This is an optimization exercise on Yosys and OpenROAD, whose aim is small area and few clock cycles per item, not a production implementation.
Only simulation tests tie the RTL to the original design; equivalence was not proved.
Power and IR drop assume default switching activity. The clock port is modelled as an ideal driver; clocking choices that lean on that would not hold on a real chip.

==> design/flow/design.v <==
module bitplane_packer #(
  parameter  int N_PIX            = 256,
  parameter  int BLOCKS_PER_FRAME = 256,
  localparam int BW               = $clog2(BLOCKS_PER_FRAME)
) (
  input  logic             clk,
  input  logic             rst_n,
  input  logic             in_valid,
  output logic             in_ready,
  input  logic [7:0]       in_pix,
  output logic             out_valid,
  input  logic             out_ready,
  output logic [N_PIX-1:0] out_data,
  output logic [3:0]       out_plane,
  output logic [BW-1:0]    out_block,
  output logic             out_last
);
  localparam int NB = 1;
  localparam int   PW   = $clog2(N_PIX);
  localparam logic FLIP = 1'(NB - 1);
  typedef enum logic {B_FILL, B_EMIT} bank_st_e;
  logic [NB-1:0][7:0][N_PIX-1:0] bank_q;
  logic [NB-1:0][7:0][N_PIX-1:0] bank_d;
  logic [NB-1:0]    st_q;
  logic [NB-1:0]    st_d;
  logic             fill_q, fill_d;
  logic             emit_q, emit_d;
  logic [PW-1:0]    pix_q, pix_d;
  logic [3:0]       pl_q, pl_d;
  logic [BW-1:0]    blk_q, blk_d;
  logic             in_fire, out_fire;
  logic             last_pix, last_pl, last_blk;
  logic [2:0]       pidx;
  logic             fsel, esel;
  assign fsel = (NB == 1) ? 1'b0 : fill_q;
  assign esel = (NB == 1) ? 1'b0 : emit_q;
  assign in_ready  = (st_q[fsel] == B_FILL);
  assign out_valid = (st_q[esel] == B_EMIT);
  assign pidx      = 3'(pl_q - 4'd1);
  assign out_data  = out_valid ? bank_q[esel][pidx] : '0;
  assign out_plane = pl_q;
  assign out_block = blk_q;
  assign out_last  = out_valid && last_pl && last_blk;
  always_comb begin
    in_fire  = in_valid && in_ready;
    out_fire = out_valid && out_ready;
    last_pix = (pix_q == PW'(N_PIX - 1));
    last_pl  = (pl_q == 4'd8);
    last_blk = (blk_q == BW'(BLOCKS_PER_FRAME - 1));
    bank_d   = bank_q;
    st_d     = st_q;
    fill_d   = fill_q;
    emit_d   = emit_q;
    pix_d    = pix_q;
    pl_d     = pl_q;
    blk_d    = blk_q;
    if (in_fire) begin
      for (int b = 0; b < 8; b++) begin
        bank_d[fsel][b] =
          {bank_q[fsel][b][N_PIX-2:0], in_pix[b]};
      end
      pix_d = last_pix ? '0 : pix_q + PW'(1);
      if (last_pix) begin
        st_d[fsel] = B_EMIT;
        fill_d       = fill_q ^ FLIP;
      end
    end
    if (out_fire) begin
      pl_d = last_pl ? 4'd1 : pl_q + 4'd1;
      if (last_pl) begin
        st_d[esel] = B_FILL;
        emit_d       = emit_q ^ FLIP;
        blk_d        = last_blk ? '0 : blk_q + BW'(1);
      end
    end
  end
  always_ff @(posedge clk or negedge rst_n) begin
    if (!rst_n) begin
      st_q   <= {NB{B_FILL}};
      bank_q <= '0;
      fill_q <= 1'b0;
      emit_q <= 1'b0;
      pix_q  <= '0;
      pl_q   <= 4'd1;
      blk_q  <= '0;
    end else begin
      bank_q <= bank_d;
      st_q   <= st_d;
      fill_q <= fill_d;
      emit_q <= emit_d;
      pix_q  <= pix_d;
      pl_q   <= pl_d;
      blk_q  <= blk_d;
    end
  end
endmodule
==> design/flow/run.sh <==
#!/bin/bash
# synth_recipe.tcl (not shown) runs the flow's synth.tcl, then flattens the netlist and writes it again
# the make line also repeats each setting of config.mk as NAME=value (left out here)
make -C /OpenROAD-flow-scripts/flow DESIGN_CONFIG=/design/flow/config.mk WORK_HOME=/design/flow/orfs CLKGATE_MAP_FILE= SYNTH_SCRIPT=/design/flow/synth_recipe.tcl finish
==> design/flow/config.mk <==
export PLATFORM = sky130hd
export DESIGN_NAME = bitplane_packer
export DESIGN_NICKNAME = bitplane_packer
export VERILOG_FILES = /design/flow/design.v
export SDC_FILE = /design/flow/constraint.sdc
export NUM_CORES = 4
export LEC_CHECK = 0
export CAP_MARGIN = 20
export CORE_MARGIN = 2
export CORE_UTILIZATION = 40
export SLEW_MARGIN = 20
==> design/flow/constraint.sdc <==
create_clock -name core_clock -period 6.0 [get_ports {clk}]
set_input_delay 1.2000 -clock core_clock [delete_from_list [all_inputs] [get_ports {clk}]]
set_output_delay 1.2000 -clock core_clock [all_outputs]
set_load 0.01 [all_outputs]
==> out/metrics.yaml, run 1 <==
start_util: 0.401
coreArea_um2: 229000
max-vdd-ir-drop_v: 0.000450
yosysSeqAreaShare: 0.562
p_leak_nw: 56.0
pre_cts_ws_ps: 1130
grt_pass1_wl_um: 362000
clockBufferDepth: 3
r2r_cells: 5
register_area_um2: 51800
ios: 283
post_cts_buffers: 0
drive_gt1_frac: 0.100
first_iter_violations: 5347
hold_path.class: "input pin to asynchronous set/reset pin"
finalPower_mw: 38.7
rsz0062_at_grt: "no"
dp_hpwl_um: 133000
grt_usage: 0.186
areaGrowthSynthToFinish_pct: 14.5
worstSetupPathType: "flip-flop to primary output"
antenna_found_initial: 3
slew_viol_final: 0
layout_commonest_cell: "nand2_1"
wl_um: 217000
setup_violations: 0
via_per_inst: 5.05
maxCapViolCount: 0
hold_ws_ps: 316
post-route-drc-count: 0
ff2ff_setup_slack_ps: 2950
io_buffers: 282
cts_tree: "built"
power_density_nw_per_um2: 367
n_fill_cell: 21600
via_count: 65300
ys_warn_count: 1
syn_area_per_cell_um2: 9.50
endpoint_kind: "primary output"
finalHoldViolCount: 0
drt_pass1_iterations: 6
clk_latency_ps: 870
worst_r2r_startpoint: "st_q"
outcome: "complete, no violations"
start_kind: "flip-flop"
die-area_um2: 234000
final_area_um2: 105000
finClkSkew_ps: 55.0
multi_input_area_um2: 37500
syn-num-nets: 9711
crit_arrival_ps: 4530
clock-sinks: 2069
layout_common_cells: "6154 x nand2_1, 2068 x dfrtp_1, 478 x mux4_2, 281 x clkdlybuf4s50_1, 259 x a22o_1"
synth_seq_cells: 2069
worstMarginPinSlew_ps: 1110
min_period_ps: 5730
routabilityCongestion: 0.793
dieWidth_um: 484
fin_ws_ps: 270
fin_crit_sh: 0.955
cts-buffers-inserted: 221
die_h_um: 484
num-nets-final: 9727
synth_cell_types: 35
htreeDepth: 4
wire_per_inst_um: 16.8
r2r_end: "bank_q[365]"
postCtsHoldBufs: 0
critPathLaunch: "pl_q[0]"
overflow: 0
grt_max_degree: 227
syn_area_um2: 92100
cts-resized-gates: 0
slew_headroom: 0.262
place_area_um2: 97700
fmax_mhz: 175
grt_pass1_vias: 66400
tns_ps: 0
required_ps: 4800
drtAntennaViolNets: 0
core.rowCount: 176
postSynthCellCount: 9694
cts-root-buf: "clkbuf_16"
path_clk_slew_ps: 60
crit_fanout: 60
-- how the worst max path moves through the flow --
stage,endpoint,cells past startpoint
finish,out_data[105],7
global route,out_data[105],7
CTS,out_data[105],7
detailed placement,out_data[105],7
global placement,out_data[105],7
floorplan,out_data[42],10
-- cells in the mapped netlist --
cell type / number / area (µm²)
a211o_1: 1 / 8.76
and2_1: 4 / 25.0
xnor2_1: 7 / 61.3
a21o_1: 1 / 7.51
xor2_1: 1 / 8.76
mux4_1: 34 / 893
buf_1: 26 / 97.6
nand2b_1: 1 / 6.26
o21ai_1: 2 / 10.0
buf_6: 31 / 349
and3b_1: 1 / 8.76
nor3b_1: 2 / 15.0
nand2_1: 6154 / 23100
o31ai_1: 2 / 15.0
o21ai_0: 6 / 30.0
clkbuf_1: 370 / 1390
dfstp_2: 1 / 26.3
inv_1: 3 / 11.3
inv_2: 1 / 3.75
nand3_1: 5 / 25.0
nor2_1: 9 / 33.8
nor4_1: 1 / 6.26
buf_2: 202 / 1010
dfrtp_1: 2068 / 51700
nand4_1: 3 / 18.8
and3_1: 3 / 18.8
nor2b_1: 5 / 31.3
a21oi_1: 2 / 10.0
and4_1: 2 / 17.5
a22o_1: 259 / 2270
mux2_2: 2 / 22.5
o2111ai_1: 1 / 8.76
mux4_2: 478 / 10800
a31oi_1: 1 / 6.26
ha_1: 5 / 62.6
-- worst max-delay path, cell delays in order (launching register included) --
cell	delay, ps
dfstp_4	890
inv_2	110
ha_4	180
xnor2_1	290
and2_4	730
buf_12	380
a22o_1	380
clkdlybuf4s50_1	600
-- cell families after synthesis --
group                      synth area share
buffers and inverters                0.0311
DFF                                   0.562
adders and majority gates          0.000679
muxes                                 0.127
and+or+nand+nor                       0.253
AOI/OAI and AO/OA                    0.0257
xor gates and xnor gates           0.000761
-- report_power, final --
part           total (mW)  internal (mW)  switching (mW)
sequential           14.9           14.5           0.472
clock                14.3           8.47            5.84
combinational        9.43           3.02            6.41
-- through the flow --
step	cells	util
after floorplan	9694	-
after global placement	12500	0.426
after detailed placement	12500	0.426
after CTS	12900	0.459
after global routing	12900	0.460
final	12900	0.460
-- per-layer routing --
metal  up-vias  routed length, µm  share of wire  track usage
met1     32800             101000           0.46        0.269
li1      31000                  -              -            -
met3       271               8980          0.041       0.0278
met2      1121             102000           0.47        0.295
met4         0               5210          0.024       0.0495
met5         -                  0              0            0
-- cell type report --
type / instances / area share
Antenna cell: 1 / 0.0000237
Tap cell: 3026 / 0.0359
Inverter: 4 / 0.000142
Multi-Input combinational cell: 6992 / 0.356
Sequential cell: 2069 / 0.491
Clock inverter: 92 / 0.0123
Timing Repair Buffer: 422 / 0.0441
Clock buffer: 315 / 0.0607
-- sequential cells by signal, summed over array words and instances (netlist names) --
name / flops
bank_q: 2048
blk_q: 8
st_q: 1
pix_q: 8
pl_q: 4
Testbench counts, summed over its fixed seeds: cycles 50,688, blocks 192.
==> run 2, diff against run 1 <==
==> design/flow/design.v (replaced) <==
module bitplane_packer #(
  parameter  int N_PIX            = 256,
  parameter  int BLOCKS_PER_FRAME = 256,
  localparam int BW               = $clog2(BLOCKS_PER_FRAME)
) (
  input  logic             clk,
  input  logic             rst_n,
  input  logic             in_valid,
  output logic             in_ready,
  input  logic [7:0]       in_pix,
  output logic             out_valid,
  input  logic             out_ready,
  output logic [N_PIX-1:0] out_data,
  output logic [3:0]       out_plane,
  output logic [BW-1:0]    out_block,
  output logic             out_last
);
  localparam int L   = N_PIX + 8;       
  localparam int S   = 33;              
  localparam int NPT = L / S;           
  localparam int PW  = $clog2(N_PIX);
  localparam int LW  = $clog2(L);
  logic [L-1:0]      ring_q [8];        
  logic [N_PIX-1:0]  od_q;              
  logic [LW-1:0]     phi_q;             
  logic [LW-1:0]     d_q;               
  logic [PW-1:0]     pix_q;             
  logic              pend_q;            
  logic [2:0]        ld_q;              
  logic [LW-1:0]     al_q;              
  logic              ov_q;
  logic [3:0]        pl_q;
  logic [BW-1:0]     blk_q;
  logic              in_fire, out_fire, load, last_pix;
  logic [NPT-1:0]    at_pt;
  logic [NPT-1:0]    wsel;
  logic [L-1:0]      trow;
  logic [N_PIX-1:0]  tap;
  logic [LW:0]       al_sum;
  always_comb begin
    for (int k = 0; k < NPT; k++) at_pt[k] = (d_q == LW'(S * k));
  end
  assign in_ready  = (|at_pt) && !(pend_q && (pix_q >= PW'(8)));
  assign in_fire   = in_valid && in_ready;
  assign wsel      = in_fire ? at_pt : '0;
  assign out_valid = ov_q;
  assign out_fire  = ov_q && out_ready;
  assign load      = pend_q && (phi_q == al_q) && (!ov_q || out_ready);
  assign last_pix  = (pix_q == PW'(N_PIX - 1));
  assign out_data  = od_q;
  assign out_plane = pl_q;
  assign out_block = blk_q;
  assign out_last  = (pl_q == 4'd8) && (blk_q == BW'(BLOCKS_PER_FRAME - 1));
  assign al_sum = {1'b0, phi_q} + {1'b0, d_q} + (LW+1)'(1);
  always_comb begin
    case (ld_q)
      3'd0: trow = ring_q[0];
      3'd1: trow = ring_q[1];
      3'd2: trow = ring_q[2];
      3'd3: trow = ring_q[3];
      3'd4: trow = ring_q[4];
      3'd5: trow = ring_q[5];
      3'd6: trow = ring_q[6];
      default: trow = ring_q[7];
    endcase
    for (int j = 0; j < N_PIX; j++) tap[j] = trow[L - 1 - j];
  end
  for (genvar r = 0; r < 8; r++) begin : g_row
    logic [L-1:0] nxt;
    always_comb begin
      nxt = {ring_q[r][0], ring_q[r][L-1:1]};
      for (int k = 0; k < NPT; k++) begin
        if (wsel[k]) nxt[(S * k + r + L - 1) % L] = in_pix[r];
      end
    end
    always_ff @(posedge clk) ring_q[r] <= nxt;
  end
  always_ff @(posedge clk) begin
    if (load) od_q <= tap;
  end
  always_ff @(posedge clk or negedge rst_n) begin
    if (!rst_n) begin
      phi_q  <= '0;
      d_q    <= '0;
      pix_q  <= '0;
      pend_q <= 1'b0;
      ld_q   <= '0;
      al_q   <= '0;
      ov_q   <= 1'b0;
      pl_q   <= 4'd1;
      blk_q  <= '0;
    end else begin
      phi_q <= (phi_q == LW'(L - 1)) ? '0 : phi_q + LW'(1);
      if (!in_fire) d_q <= (d_q == '0) ? LW'(L - 1) : d_q - LW'(1);
      if (in_fire) begin
        pix_q <= pix_q + PW'(1);
        if (last_pix) begin
          pend_q <= 1'b1;
          al_q   <= (al_sum >= (LW+1)'(L)) ? LW'(al_sum - (LW+1)'(L))
                                           : LW'(al_sum);
        end
      end
      if (load) begin
        ld_q <= ld_q + 3'd1;
        al_q <= (al_q == LW'(L - 1)) ? '0 : al_q + LW'(1);
        if (ld_q == 3'd7) pend_q <= 1'b0;
        ov_q <= 1'b1;
      end else if (out_fire) begin
        ov_q <= 1'b0;
      end
      if (out_fire) begin
        pl_q <= (pl_q == 4'd8) ? 4'd1 : pl_q + 4'd1;
        if (pl_q == 4'd8) blk_q <= blk_q + BW'(1);
      end
    end
  end
endmodule
==> run 2 against run 1 <==
  * Still clean
  * Clock-buffer cell count grew 21
  * Synthesized area shrank 25%
  * Synthesized cell count shrank 50%
  * Clock power is essentially flat
  * Final area shrank 22%
  * Die area shrank 25%
  * Wire length shrank 22%
  * Sequential share of layout area grew 14 points
  * Fmax grew 31%
  * Flip-flop and latch count grew 351
  * Global-route usage grew 0.27 points
==> out/metrics.yaml, run 2 <==
outcome: "complete, no violations"
rsz0062_at_grt: "no"
endpoint_kind: "primary output"
n_fill_cell: 14800
slowest_stage: "mux4_1"
via_per_inst: 5.07
slew_viol_final: 0
grt_pass1_vias: 40500
met3_usage: 0.0295
synth_edf_count: 256
p_leak_nw: 31.1
hold_end: "ring_q[5][132]"
worst_r2r_startpoint: "ld_q[2]"
core.rowCount: 152
drtAntennaViolNets: 0
required_ps: 4800
cts-buffers-inserted: 223
grt_max_degree: 154
yosysSeqAreaShare: 0.744
drive_gt1_frac: 0.184
r2r_end: "od_q[178]"
die-area_um2: 176000
worstSetupPathType: "flip-flop to primary output"
placed_cells: 7241
synth.top_cell.area_share: 0.613
fin_crit_sh: 0.730
crit_fanout: 7
post-route-drc-count: 0
postCtsHoldBufs: 0
io_buffers: 282
r2r_cells: 5
synth.most_common_cell: "dfxtp_1"
maxCapViolCount: 0
crit_chain: "inv_1, ha_1, mux4_1, and3_2, clkdlybuf4s50_1"
clock-sinks: 2420
slowest_delay_ps: 590
critPathTopFamily: "buffers and inverters"
areaGrowthSynthToFinish_pct: 18.7
finalHoldViolCount: 0
htreeDepth: 4
synth_seq_cells: 2420
dieWidth_um: 419
fmax_mhz: 228
syn_area_per_cell_um2: 14.1
ios: 283
grtUsageMet2: 0.319
antenna_found_initial: 7
die_h_um: 419
overflow: 0
syn_area_um2: 68900
synth_top_area_cell: "dfxtp_1"
setup_violations: 0
largest_reg_flops: 2112
synth_common_cells: "2112 x dfxtp_1, 511 x mux2_2, 430 x nor2_1, 362 x a22oi_1, 258 x clkbuf_1"
first_iter_violations: 3409
via_count: 38900
dp_hpwl_um: 102000
wire_per_inst_um: 22.0
worstMarginPinSlew_ps: 1130
num-nets-final: 5197
slew_headroom: 0.238
largest_register: "ring_q"
routabilityCongestion: 0.815
clk_latency_ps: 860
max-vdd-ir-drop_v: 0.000261
layout_commonest_cell: "dfxtp_1"
wl_um: 168000
postSynthCellCount: 4884
gr-usage-met1: 0.244
crit_arrival_ps: 3180
fin_cells: 7663
syn-num-nets: 4925
finClkSkew_ps: 83.5
post_cts_buffers: 0
multi_input_area_um2: 16600
drt_pass1_iterations: 9
power_density_nw_per_um2: 384
ys.flop_type: "dfxtp_1"
coreArea_um2: 171000
top_regs: "ring_q x2112, od_q x256"
path_clk_slew_ps: 70
register_area_um2: 51300
cts-root-buf: "clkbuf_16"
async_flop_share: 0.0215
critPathBufInv: 2
ys_warn_count: 2
hold_path.class: "flip-flop to flip-flop"
clockBufferDepth: 3
synth_cell_types: 74
hold_path_startpoint: "ring_q[5][133]"
start_kind: "flip-flop"
layout_common_cells: "2112 x dfxtp_1, 511 x mux2_2, 430 x nor2_1, 362 x a22oi_1, 281 x clkdlybuf4s50_1"
holdPathStages: 0
min_period_ps: 4380
cts-resized-gates: 0
grt_pass1_wl_um: 253000
grt.busiest_layer: "met2"
synthTopCellsByArea: "dfxtp_1 61%, edfxtp_1 11%, mux2_2 8.3%, a22oi_1 3.9%, nor2_1 2.3%"
grt_usage: 0.189
tns_ps: 0
ff2ff_setup_slack_ps: 2160
cts_tree: "built"
start_util: 0.402
-- run 2: changes by cell type after synthesis, moves of 362 or more --
| cell | delta |
|---|---|
| a22oi_1 | +362 |
| dfxtp_1 | +2112 |
| mux2_2 | +509 |
| nor2_1 | +421 |
| dfrtp_1 | -2017 |
| nand2_1 | -6128 |
| mux4_2 | -478 |
-- run 2: through the flow --
stage | power (mW) | hold WS, ps | util | setup slack (ps) | area (µm²)
floorplan | 17.2 | 310 | - | 128 | 68900
CTS | 31.7 | 280 | 0.478 | 1520 | 81800
detailed placement | 17.4 | 312 | 0.433 | 2020 | 74100
global route | 32.4 | 285 | 0.478 | 1490 | 81800
finish | 31.4 | 290 | 0.478 | 1620 | 81900
global placement | 17.4 | 313 | 0.433 | 2060 | 74100
-- run 2: layout make-up --
type / count / share of cell area
well taps: 2310 / 0.0353
multi-input cells: 2161 / 0.202
diodes: 4 / 0.000122
clock buffers: 336 / 0.0822
flip-flops and latches: 2420 / 0.626
clock inverters: 82 / 0.0120
inverters: 18 / 0.000978
repair buffers: 332 / 0.0405
-- run 2: worst max-delay path by stage --
stage | from | endpoint | slack, ps | cells past startpoint
after global routing | d_q[1] | in_ready | 1490 | 5
final | d_q[1] | in_ready | 1620 | 5
after detailed placement | out_ready | od_q[176] | 2020 | 5
after floorplan | out_ready | al_q[3] | 130 | 7
after CTS | d_q[1] | in_ready | 1520 | 5
after global placement | out_ready | od_q[176] | 2060 | 5
-- run 2: power breakdown --
part	internal [mW]	switching [mW]	total, mW
clock network	8.21	6.18	14.4
registers	16.4	0.0831	16.4
logic	0.231	0.360	0.591
-- run 2: cell families after synthesis --
logic type	Yosys count	synth area share
fa+ha+maj	29	0.00537
simple gates	556	0.0364
mux	540	0.0897
buf+inv	303	0.0169
xor+xnor	40	0.00508
compound gates	996	0.103
flops	2420	0.744
-- run 2: per-layer routing --
metal	share of wire	routed length (µm)	up-vias
li1	-	-	18300
met1	0.44	73500	19200
met2	0.49	81800	1043
met3	0.048	8020	252
met4	0.030	4970	0
met5	0	0	-
-- run 2: worst register-to-register path: cells and delay by family, from the launching register on --
family                     cells  cell delay, ps
AOI/OAI and AO/OA              1             220
adders and majority gates      1             660
buffers and inverters          2            1190
DFF                            1             700
and+or+nand+nor                1             730
Testbench counts of run 2, summed over its fixed seeds: cycles 49,224, blocks 192.
==> run 3, diff against run 2 <==
==> design/flow/design.v (replaced) <==
module bitplane_packer #(
  parameter  int N_PIX            = 256,
  parameter  int BLOCKS_PER_FRAME = 256,
  localparam int BW               = $clog2(BLOCKS_PER_FRAME)
) (
  input  logic             clk,
  input  logic             rst_n,
  input  logic             in_valid,
  output logic             in_ready,
  input  logic [7:0]       in_pix,
  output logic             out_valid,
  input  logic             out_ready,
  output logic [N_PIX-1:0] out_data,
  output logic [3:0]       out_plane,
  output logic [BW-1:0]    out_block,
  output logic             out_last
);
  localparam int L  = N_PIX + 8;        
  localparam int PW = $clog2(N_PIX);
  localparam int LW = $clog2(L);
  logic [L-1:0]      ring_q [8];        
  logic [N_PIX-1:0]  od_q;              
  logic [LW-1:0]     d_q;               
  logic [PW-1:0]     pix_q;             
  logic              pend_q;            
  logic [LW-1:0]     c_q;               
  logic              hv_q;              
  logic [7:0]        hpix_q;            
  logic              ov_q;
  logic [3:0]        pl_q;
  logic [BW-1:0]     blk_q;
  logic              in_fire, out_fire, load, last_pix, wr_ok, wr;
  logic [7:0]        wpix;
  logic [N_PIX-1:0]  tap;
  assign wr_ok     = (d_q == '0) && !(pend_q && (pix_q >= PW'(8)));
  assign wr        = wr_ok && (hv_q || in_valid);
  assign wpix      = hv_q ? hpix_q : in_pix;
  assign in_ready  = !hv_q || wr_ok;
  assign in_fire   = in_valid && in_ready;
  assign out_valid = ov_q;
  assign out_fire  = ov_q && out_ready;
  assign load      = pend_q && (c_q == '0) && (!ov_q || out_ready);
  assign last_pix  = (pix_q == PW'(N_PIX - 1));
  assign out_data  = od_q;
  assign out_plane = pl_q;
  assign out_block = blk_q;
  assign out_last  = (pl_q == 4'd8) && (blk_q == BW'(BLOCKS_PER_FRAME - 1));
  always_comb begin
    for (int i = 0; i < N_PIX; i++) tap[N_PIX - 1 - i] = ring_q[i % 8][i + 8];
  end
  for (genvar q = 0; q < 8; q++) begin : g_ring
    logic [L-1:0] nxt;
    always_comb begin
      nxt = {ring_q[q][0], ring_q[q][L-1:1]};
      if (wr && (pix_q[2:0] == 3'(q))) begin
        for (int p = 0; p < 8; p++) nxt[(p + L - 1) % L] = wpix[p];
      end
    end
    always_ff @(posedge clk) ring_q[q] <= nxt;
  end
  always_ff @(posedge clk) begin
    if (load) od_q <= tap;
    if (in_fire && (hv_q || !wr_ok)) hpix_q <= in_pix;
  end
  always_ff @(posedge clk) begin
    if (wr && last_pix) c_q <= d_q;   
    else if (!load) c_q <= (c_q == '0) ? LW'(L - 1) : c_q - LW'(1);
  end
  always_ff @(posedge clk or negedge rst_n) begin
    if (!rst_n) begin
      d_q    <= '0;
      pix_q  <= '0;
      pend_q <= 1'b0;
      hv_q   <= 1'b0;
      ov_q   <= 1'b0;
      pl_q   <= 4'd1;
      blk_q  <= '0;
    end else begin
      if (!wr) d_q <= (d_q == '0) ? LW'(L - 1) : d_q - LW'(1);
      hv_q <= hv_q ? (!wr_ok || in_fire) : (in_fire && !wr_ok);
      if (wr) begin
        pix_q <= pix_q + PW'(1);
        if (last_pix) begin
          pend_q <= 1'b1;
        end
      end
      if (load) begin
        if (pl_q == (ov_q ? 4'd7 : 4'd8)) pend_q <= 1'b0;
        ov_q <= 1'b1;
      end else if (out_fire) begin
        ov_q <= 1'b0;
      end
      if (out_fire) begin
        pl_q <= (pl_q == 4'd8) ? 4'd1 : pl_q + 4'd1;
        if (pl_q == 4'd8) blk_q <= blk_q + BW'(1);
      end
    end
  end
endmodule
==> design/flow/flow/run.sh (new file) <==
#!/bin/bash
# The standard layout (standard.sh, with config.mk's settings), except that:
#  - the port buffers are the smallest buffer cell instead of the default one;
#  - clock tree synthesis uses larger sink clusters and no dummy loads.
set -euo pipefail
bash standard.sh \
  "BUFFER_PORTS_ARGS=-buffer_cell sky130_fd_sc_hd__buf_1" \
  "CTS_ARGS=-sink_clustering_enable -repair_clock_nets -dont_use_dummy_load -sink_clustering_size 34 -sink_clustering_max_diameter 100" \
  finish > standard_flow.log 2>&1
==> design/flow/standard.sh (new file) <==
#!/bin/bash
# synth_recipe.tcl (not shown) runs the flow's synth.tcl, then flattens the netlist and writes it again
# the make line also repeats each setting of config.mk as NAME=value (left out here)
make -C /OpenROAD-flow-scripts/flow DESIGN_CONFIG=/design/flow/config.mk WORK_HOME=/design/flow/orfs CLKGATE_MAP_FILE= SYNTH_SCRIPT=/design/flow/synth_recipe.tcl "${@:-finish}"
--- a/design/flow/config.mk
+++ b/design/flow/config.mk
@@ -9,3 +9,3 @@
 export CORE_MARGIN = 2
-export CORE_UTILIZATION = 40
+export CORE_UTILIZATION = 65
 export SLEW_MARGIN = 20
removed: design/flow/run.sh
==> run 3 against run 2 <==
  * Clock-buffer cell count shrank 255
  * Core utilization up 24 points
  * Non-clock buffer count is 47 lower
  * Sequential power hardly changed
  * Final area shrank 30%
  * Sequential share of layout area increased by 26 points
  * Synthesized cell count down 45%
  * Synthesized area is 23% lower
  * Cell count shrank 47%
  * Hold slack got worse by 49 ps
  * Fmax decreased by 3.7%
  * Total power shrank 25%
  * Largest cell class unchanged
  * Largest power group unchanged
  * Highest routed layer is now met5
==> out/metrics.yaml, run 3 <==
outcome: "complete, no violations"
cts-resized-gates: 0
path_clk_slew_ps: 120
grt_pass1_wl_um: 106000
syn_area_um2: 53300
worstSetupPathType: "flip-flop to primary output"
wl_um: 66500
slew_headroom: 0.311
critPathTopFamily: "simple AND/OR/NAND/NOR gates"
tns_ps: 0
endpoint_kind: "primary output"
clock-sinks: 2417
final_area_um2: 57700
min_period_ps: 4550
worstMarginPinSlew_ps: 1030
crit_chain: "inv_1, ha_1, or4b_1, nor3_2, nand2_1, nand2_1, buf_1"
ys.flop_type: "dfxtp_1"
wire_per_inst_um: 16.3
num-nets-final: 3053
via_per_inst: 4.54
synthTopCellsByArea: "dfxtp_1 79%, edfxtp_1 15%, mux2_2 1.6%, dfrtp_1 1.5%, ha_1 0.26%"
htreeDepth: 3
first_iter_violations: 841
crit_arrival_ps: 3350
setup_violations: 0
worst_r2r_startpoint: "c_q[0]"
overflow: 0
top_regs: "ring_q x2112, od_q x256"
required_ps: 4800
layout_commonest_cell: "dfxtp_1"
slowest_stage: "nor3_2"
synth.top_cell.area_share: 0.794
coreArea_um2: 80800
synth.most_common_cell: "dfxtp_1"
antenna_found_initial: 5
holdPathStages: 0
p_seq_frac: 0.705
crit_top_cell: "nand2_1"
start_util: 0.659
slowest_delay_ps: 830
post-route-drc-count: 0
cts-buffers-inserted: 81
ys_warn_count: 2
ff2ff_setup_slack_ps: 2110
cts_tree: "built"
post_cts_buffers: 0
grt_pass1_vias: 19100
clockBufferDepth: 3
die-area_um2: 84200
grt_max_degree: 136
postCtsHoldBufs: 0
fin_crit_sh: 0.758
switching_share: 0.189
power_switching_mw: 4.43
synth_top_area_cell: "dfxtp_1"
r2r_cells: 7
start_kind: "flip-flop"
slew_viol_final: 0
io_buffers: 282
dieWidth_um: 290
place_area_um2: 55700
routabilityCongestion: 0.738
maxCapViolCount: 0
crit_fanout: 18
ios: 283
synth_cell_types: 45
async_flop_share: 0.0132
finClkSkew_ps: 70.4
register_area_um2: 51300
dp_hpwl_um: 39700
synth_common_cells: "2112 x dfxtp_1, 273 x edfxtp_1, 74 x mux2_2, 31 x dfrtp_1, 22 x nand2_1"
die_h_um: 290
postSynthCellCount: 2670
drtAntennaViolNets: 0
pwr-share-clk: 0.281
multi_input_area_um2: 1910
hold_end: "ring_q[2][199]"
rsz0062_at_grt: "no"
p_leak_nw: 21.6
grt_usage: 0.159
yosysSeqAreaShare: 0.963
areaGrowthSynthToFinish_pct: 8.34
core.rowCount: 104
largest_reg_flops: 2112
fmax_mhz: 220
critPathBufInv: 2
power_density_nw_per_um2: 407
cts-root-buf: "clkbuf_16"
drive_gt1_frac: 0.0558
r2r_end: "od_q[6]"
synth_seq_cells: 2417
syn-num-nets: 2693
combPwrFrac: 0.014
power.internal_mw: 19.0
hold_path_startpoint: "ring_q[2][200]"
clk_latency_ps: 660
layout_common_cells: "2112 x dfxtp_1, 281 x buf_1, 273 x edfxtp_1, 81 x clkbuf_16, 74 x mux2_2"
largest_register: "ring_q"
drt_pass1_iterations: 4
via_count: 18600
max-vdd-ir-drop_v: 0.000296
syn_area_per_cell_um2: 19.9
synth_edf_count: 273
finalHoldViolCount: 0
hold_path.class: "flip-flop to flip-flop"
n_fill_cell: 5057
[run 3: changes by cell type after synthesis, sizes merged, moves of 14 or more]
cell and delta:
a21oi -164, a222oi -147, a22oi -362, edfxtp +17, ha -17, mux2 -461
dfrtp -20, nor2 -423, buf -26, clkbuf -251, xor2 -14, a31oi -257
[run 3: power groups by stage]
| stage | combinational, mW | sequential [mW] | clock (mW) |
|---|---|---|---|
| floorplan | 0.226 | 16.9 | 0 |
| global placement | 0.289 | 16.9 | 0 |
| detailed placement | 0.318 | 16.9 | 0 |
| CTS | 0.321 | 16.5 | 6.82 |
| global route | 0.363 | 16.6 | 7.34 |
| finish | 0.321 | 16.5 | 6.59 |
[run 3: stage by stage]
| stage | total power [mW] | setup WS (ps) | util | hold WS, ps | cells |
|---|---|---|---|---|---|
| 2_1_floorplan | 17.1 | 189 | - | 310 | 2670 |
| 3_3_place_gp | 17.2 | 2210 | 0.689 | 310 | 4007 |
| 3_5_place_dp | 17.2 | 1950 | 0.689 | 312 | 4007 |
| 4_1_cts | 23.7 | 1390 | 0.714 | 243 | 4088 |
| 5_1_grt | 24.3 | 1200 | 0.714 | 235 | 4090 |
| 6_report | 23.5 | 1450 | 0.714 | 240 | 4090 |
[run 3: kinds of logic after synthesis]
logic type	after synthesis	share of synthesized area
and+or+nand+nor	97	0.0104
adders and majority gates	12	0.00277
DFF	2417	0.963
xor gates and xnor gates	17	0.00280
AOI/OAI and AO/OA	31	0.00348
buffers and inverters	19	0.00139
muxes	77	0.0162
[run 3: area by class of cell]
class | instances | share of cell area
Antenna cell | 2 | 0.0000867
Clock buffer | 81 | 0.0351
Inverter | 11 | 0.000781
Multi-Input combinational cell | 234 | 0.0331
Sequential cell | 2417 | 0.889
Tap cell | 1060 | 0.0230
Timing Repair Buffer | 285 | 0.0190
[run 3: worst register-to-register path: stages (launching register included)]
cell and delay, ps:
edfxtp_1 440, inv_1 100, ha_1 210, or4b_2 680, nor3_1 690, nand3_2 430
clkinvlp_4 240, buf_12 510
[run 3: how the worst max path moves through the flow]
stage	startpoint	to	slack [ps]	cells past startpoint
floorplan	out_ready	od_q[0]	190	3
global placement	c_q[0]	od_q[45]	2210	7
detailed placement	c_q[0]	od_q[45]	1950	7
CTS	d_q[0]	in_ready	1390	7
global route	d_q[0]	in_ready	1200	7
finish	d_q[0]	in_ready	1450	7
[run 3: metal layers]
layer	global-route usage	part of all wire
met5	0	0.00068
met4	0.0443	0.024
met3	0.0388	0.044
met2	0.256	0.46
met1	0.218	0.47
Testbench counts of run 3, summed over its fixed seeds: cycles 49,224, blocks 192.
==> run 4, diff against run 3 <==
--- a/design/flow/flow/run.sh
+++ b/design/flow/flow/run.sh
@@ -7,3 +7,3 @@
   "BUFFER_PORTS_ARGS=-buffer_cell sky130_fd_sc_hd__buf_1" \
-  "CTS_ARGS=-sink_clustering_enable -repair_clock_nets -dont_use_dummy_load -sink_clustering_size 34 -sink_clustering_max_diameter 100" \
+  "CTS_ARGS=-sink_clustering_enable -repair_clock_nets -dont_use_dummy_load -sink_clustering_size 30 -sink_clustering_max_diameter 70" \
   finish > standard_flow.log 2>&1
==> run 4 against run 3 <==
  * Hold slack improved by 53 ps
  * Clock-buffer cell count increased by 9
  * Highest routed layer unchanged
  * Sequential share of layout area down 0.35 points
  * Via count up 0.16%
  * Critical path depth is the same
  * Total power increased by 1.3%
  * Final area increased by 0.39%
  * Global-route usage is 0.16 points higher
  * Die area is the same
  * Fmax fell by 0.55%
==> out/metrics.yaml, run 4 <==
finalHoldViolCount: 0
crit_arrival_ps: 3370
finClkSkew_ps: 48.4
fin_crit_sh: 0.762
via_per_inst: 4.54
start_kind: "flip-flop"
worstMarginPinSlew_ps: 1060
synth_seq_cells: 2417
antenna_found_initial: 3
final_area_um2: 57900
syn_area_per_cell_um2: 19.9
hold_path.class: "flip-flop to flip-flop"
wl_um: 67100
grt_usage: 0.161
htreeDepth: 3
die_h_um: 290
clk_latency_ps: 670
drt_pass1_iterations: 4
layout_common_cells: "2112 x dfxtp_1, 281 x buf_1, 273 x edfxtp_1, 90 x clkbuf_16, 74 x mux2_2"
slew_viol_final: 0
fin_util: 0.717
synth.top_cell.area_share: 0.794
dieWidth_um: 290
core.rowCount: 104
via_count: 18600
fmax_mhz: 219
outcome: "complete, no violations"
postSynthCellCount: 2670
ios: 283
n_fill_cell: 5033
ys_warn_count: 2
ys.flop_type: "dfxtp_1"
maxCapViolCount: 0
dp_hpwl_um: 39700
clock-sinks: 2417
clockBufferDepth: 3
crit_top_cell: "nand2_1"
finalPower_mw: 23.8
path_clk_slew_ps: 100
die-area_um2: 84200
num-nets-final: 3062
syn_area_um2: 53300
cts-root-buf: "clkbuf_16"
grt_max_degree: 136
crit_fanout: 18
io_buffers: 282
min_period_ps: 4570
synth_common_cells: "2112 x dfxtp_1, 273 x edfxtp_1, 74 x mux2_2, 31 x dfrtp_1, 22 x nand2_1"
synthTopCellsByArea: "dfxtp_1 79%, edfxtp_1 15%, mux2_2 1.6%, dfrtp_1 1.5%, ha_1 0.26%"
routabilityCongestion: 0.738
endpoint_kind: "primary output"
layout_commonest_cell: "dfxtp_1"
grt_pass1_wl_um: 107000
syn-num-nets: 2693
yosysSeqAreaShare: 0.963
post_cts_buffers: 0
max-vdd-ir-drop_v: 0.000278
required_ps: 4800
cts_tree: "built"
pre_cts_ws_ps: 1950
first_iter_violations: 829
overflow: 0
async_flop_share: 0.0132
areaGrowthSynthToFinish_pct: 8.76
placed_cells: 4007
setup_violations: 0
fin_cells: 4099
top_regs: "ring_q x2112, od_q x256"
drtAntennaViolNets: 0
power_density_nw_per_um2: 410
post-route-drc-count: 0
grt_pass1_vias: 19300
crit_chain: "inv_1, ha_1, or4b_1, nor3_2, nand2_1, nand2_1, buf_1"
drive_gt1_frac: 0.0586
postCtsHoldBufs: 0
hold_ws_ps: 293
worstSetupPathType: "flip-flop to primary output"
slowest_stage: "nor3_2"
cts-buffers-inserted: 90
coreArea_um2: 80800
largest_reg_flops: 2112
start_util: 0.659
slew_headroom: 0.290
critPathTopFamily: "simple AND/OR/NAND/NOR gates"
synth_cell_types: 45
wire_per_inst_um: 16.4
fin_ws_ps: 1430
place_area_um2: 55700
largest_register: "ring_q"
synth_edf_count: 273
tns_ps: 0
rsz0062_at_grt: "no"
p_leak_nw: 21.7
critPathBufInv: 2
slowest_delay_ps: 850
synth_top_area_cell: "dfxtp_1"
synth.most_common_cell: "dfxtp_1"
cts-resized-gates: 0
[run 4: final cells by class]
type,instances,area [µm²],share of cell area
Inverter,11,45.0,0.000778
Sequential cell,2417,51300,0.885
Antenna cell,2,5.00,0.0000864
Clock buffer,90,2250,0.0389
Timing Repair Buffer,285,1100,0.0190
Tap cell,1060,1330,0.0229
Multi-Input combinational cell,234,1910,0.0330
[run 4: per-layer routing]
layer / routed length, µm / vias up / global-route usage / share of wire
met5: 27 / - / 0 / 0.00040
met4: 1530 / 4 / 0.0413 / 0.023
met3: 3230 / 111 / 0.0409 / 0.048
met2: 31200 / 272 / 0.260 / 0.47
met1: 31100 / 8953 / 0.219 / 0.46
li1: - / 9274 / - / -
[run 4: logic make-up after synthesis]
logic type	share of synthesized area
muxes	0.0162
DFF	0.963
buffers and inverters	0.00139
adders and majority gates	0.00277
xor gates and xnor gates	0.00280
and+or+nand+nor	0.0104
AOI/OAI and AO/OA	0.00348
[run 4: worst register-to-register path, delay by kind of cell, from the launching register on]
kind / cells / cell delay, ps
flops: 1 / 430
fa+ha+maj: 1 / 200
simple gates: 3 / 1800
buf+inv: 3 / 850
[run 4: report_power, final]
group / internal [mW] / switching (mW) / total (mW)
logic: 0.128 / 0.193 / 0.321
clock network: 2.71 / 4.20 / 6.91
registers: 16.4 / 0.102 / 16.5
[run 4: worst paths after layout]
check                                from  depth (start not counted)              to  slack, ps
max                                d_q[0]                          7        in_ready       1430
max reg2reg                        c_q[0]                          7         od_q[7]       2100
min in group asynchronous           rst_n                          1         pl_q[2]        640
min reg2reg                ring_q[4][101]                          0  ring_q[4][100]        290
min                        ring_q[4][101]                          0  ring_q[4][100]        290
max in group asynchronous           rst_n                          1        pix_q[4]       4830
==> run 5, diff against run 4 <==
==> design/flow/run.sh (new file) <==
#!/bin/bash
# synth_recipe.tcl (not shown) runs the flow's synth.tcl, then flattens the netlist and writes it again
# the make line also repeats each setting of config.mk as NAME=value (left out here)
make -C /OpenROAD-flow-scripts/flow DESIGN_CONFIG=/design/flow/config.mk WORK_HOME=/design/flow/orfs CLKGATE_MAP_FILE= SYNTH_SCRIPT=/design/flow/synth_recipe.tcl finish
--- a/design/flow/config.mk
+++ b/design/flow/config.mk
@@ -10,2 +10,4 @@
 export CORE_UTILIZATION = 65
+export CTS_CLUSTER_DIAMETER = 70
+export CTS_CLUSTER_SIZE = 30
 export SLEW_MARGIN = 20
removed: design/flow/flow/run.sh
removed: design/flow/standard.sh
==> run 5 against run 4 <==
  * Critical endpoint unchanged
  * Via count rose by 0.47%
  * Critical path depth did not move
  * Global-route usage barely moved
  * Clock-buffer cell count rose by 61
  * Still clean on timing, DRC and antenna
  * Cell count rose by 1.7%
  * Flip-flop and latch count did not move
  * Sequential share of layout area fell by 3.1 points
  * Wire length fell by 0.15%
==> out/metrics.yaml, run 5 <==
finalHoldViolCount: 0
largest_reg_flops: 2112
areaGrowthSynthToFinish_pct: 12.8
drtAntennaViolNets: 0
syn_area_um2: 53300
cts-root-buf: "clkbuf_16"
via_count: 18700
grt_pass1_wl_um: 106000
top_regs: "ring_q x2112, od_q x256"
largest_register: "ring_q"
slew_viol_final: 0
syn-num-nets: 2693
dieWidth_um: 290
cts-resized-gates: 0
postCtsHoldBufs: 0
synthTopCellsByArea: "dfxtp_1 79%, edfxtp_1 15%, mux2_2 1.6%, dfrtp_1 1.5%, ha_1 0.26%"
wl_um: 67000
fmax_mhz: 202
routabilityCongestion: 0.722
syn_area_per_cell_um2: 19.9
postSynthCellCount: 2670
pre_cts_ws_ps: 1780
rsz0062_at_grt: "no"
ios: 283
async_flop_share: 0.0132
maxCapViolCount: 0
required_ps: 4800
ys.flop_type: "dfxtp_1"
dp_hpwl_um: 39400
wire_per_inst_um: 16.1
post_cts_buffers: 0
htreeDepth: 3
n_antenna_cell: 0
grt_max_degree: 88
fin_ws_ps: 1060
tns_ps: 0
endpoint_kind: "primary output"
grt_usage: 0.160
place_area_um2: 57400
die-area_um2: 84200
crit_fanout: 18
start_util: 0.659
p_leak_nw: 22.7
clk_latency_ps: 670
final_area_um2: 60100
crit_arrival_ps: 3740
power_density_nw_per_um2: 403
synth_top_area_cell: "dfxtp_1"
yosysSeqAreaShare: 0.963
outcome: "complete, no violations"
grt.busiest_layer: "met2"
clockBufferDepth: 3
setup_violations: 0
overflow: 0
synth_seq_cells: 2417
fin_crit_sh: 0.823
core.rowCount: 104
ys_warn_count: 2
coreArea_um2: 80800
synth_cell_types: 45
max-vdd-ir-drop_v: 0.000325
cts-buffers-inserted: 90
layout_commonest_cell: "dfxtp_1"
synth_common_cells: "2112 x dfxtp_1, 273 x edfxtp_1, 74 x mux2_2, 31 x dfrtp_1, 22 x nand2_1"
synth.top_cell.area_share: 0.794
finalPower_mw: 24.2
antenna_found_initial: 2
post-route-drc-count: 0
synth.most_common_cell: "dfxtp_1"
grt_pass1_vias: 19100
worstMarginPinSlew_ps: 1020
drt_pass1_iterations: 5
worstSetupPathType: "flip-flop to primary output"
path_clk_slew_ps: 110
first_iter_violations: 879
cts_tree: "built"
num-nets-final: 3064
min_period_ps: 4940
gr-usage-met1: 0.221
via_per_inst: 4.49
fin_util: 0.743
slew_headroom: 0.315
clock-sinks: 2417
drive_gt1_frac: 0.0608
start_kind: "flip-flop"
finClkSkew_ps: 25.8
grtUsageMet2: 0.257
io_buffers: 282
n_fill_cell: 4784
synth_edf_count: 273
met3_usage: 0.0390
hold_path.class: "flip-flop to flip-flop"
die_h_um: 290
layout_common_cells: "2112 x dfxtp_1, 282 x clkdlybuf4s50_1, 273 x edfxtp_1, 92 x clkbuf_16, 74 x mux2_2"
## run 5: changes by cell type in the layout (fill, tap and decap cells not counted), sizes merged
cell and delta:
clkdlybuf4s50 +282, buf -279, clkbuf +60, inv +5, clkinv +2, diode -2
## run 5: power breakdown
group / total [mW] / switching (mW) / internal [mW]
logic: 0.338 / 0.189 / 0.149
registers: 16.5 / 0.104 / 16.4
clock network: 7.31 / 4.37 / 2.94
total: 24.2 / 4.66 / 19.5
## run 5: worst max-delay path, stage by stage, from the launching register on
cell             delay (ps)
dfrtp_1                 430
inv_1                    90
ha_1                    210
or4b_1                  590
nor3_2                  820
nand2_1                 200
nand2_1                 160
clkdlybuf4s50_1         560
## run 5: cells by family (layout without fill, tap and decap cells)
| kind of cell | after synthesis | after routing | synth area share |
|---|---|---|---|
| buffers and inverters | 19 | 456 | 0.00139 |
| muxes | 77 | 77 | 0.0162 |
| AOI/OAI and AO/OA | 31 | 31 | 0.00348 |
| and+or+nand+nor | 97 | 97 | 0.0104 |
| DFF | 2417 | 2417 | 0.963 |
| xor gates and xnor gates | 17 | 17 | 0.00280 |
| adders and majority gates | 12 | 12 | 0.00277 |
## run 5: worst paths after layout
| check | slack (ps) | to | from | cells past startpoint |
|---|---|---|---|---|
| worst min-delay path | 310 | ring_q[5][249] | ring_q[5][250] | 0 |
| worst min register to register | 310 | ring_q[5][249] | ring_q[5][250] | 0 |
| worst max-delay path | 1060 | in_ready | d_q[0] | 7 |
| min in group asynchronous | 920 | pl_q[3] | rst_n | 2 |
| max in group asynchronous | 4750 | pl_q[0] | rst_n | 2 |
| worst max register to register | 2220 | od_q[249] | c_q[0] | 7 |
## run 5: routing by layer
layer | up-vias | part of all wire
met1 | 8985 | 0.47
met3 | 99 | 0.052
li1 | 9343 | -
met5 | - | 0
met2 | 274 | 0.46
met4 | 0 | 0.020
## run 5: per-stage QoR
step,cells,hold WS [ps]
after floorplan,2670,310
after global placement,4009,310
after detailed placement,4009,312
after CTS,4167,312
after global routing,4167,327
final,4167,310
## run 5: final cells by class
| cell class | count | area [µm²] | share of cell area |
|---|---|---|---|
| flip-flops and latches | 2417 | 51300 | 0.854 |
| clock inverters | 7 | 78.8 | 0.00131 |
| inverters | 11 | 45.0 | 0.000750 |
| repair buffers | 287 | 2890 | 0.0480 |
| well taps | 1060 | 1330 | 0.0221 |
| multi-input cells | 234 | 1910 | 0.0319 |
| clock buffers | 151 | 2520 | 0.0420 |

==> afterwards: timing with drivers on the ports <==
No port has a modelled driver above. Below, the same layouts with a new extraction and two added sets of constraints. Step 1 assumes that a clkbuf_16 drives the clock port and a buf_2 every other input. Step 2 moves the port delays by t, midway between the first and last clock arrival at a register: inputs arrive t later, outputs are due t later. That takes back most of the time a late clock gives input paths. Slacks: no drivers / after step 1 / after step 2; pairs: no drivers / after step 1.
| run | shift t [ns] | setup slack, ns | worst hold slack (ns) |
|---|---|---|---|
| run 1 | 0.935 | 0.270 / 0.177 / 1.113 | 0.316 / 0.309 / 0.454 |
| run 2 | 0.904 | 1.622 / 1.538 / 1.977 | 0.290 / 0.290 / 0.290 |
| run 3 | 0.695 | 1.452 / 1.388 / 2.082 | 0.240 / 0.240 / 0.240 |
| run 4 | 0.710 | 1.427 / 1.363 / 2.073 | 0.293 / 0.293 / 0.293 |
| run 5 | 0.728 | 1.059 / 0.995 / 1.723 | 0.310 / 0.310 / 0.310 |
After both steps setup and hold are still met in every run listed.
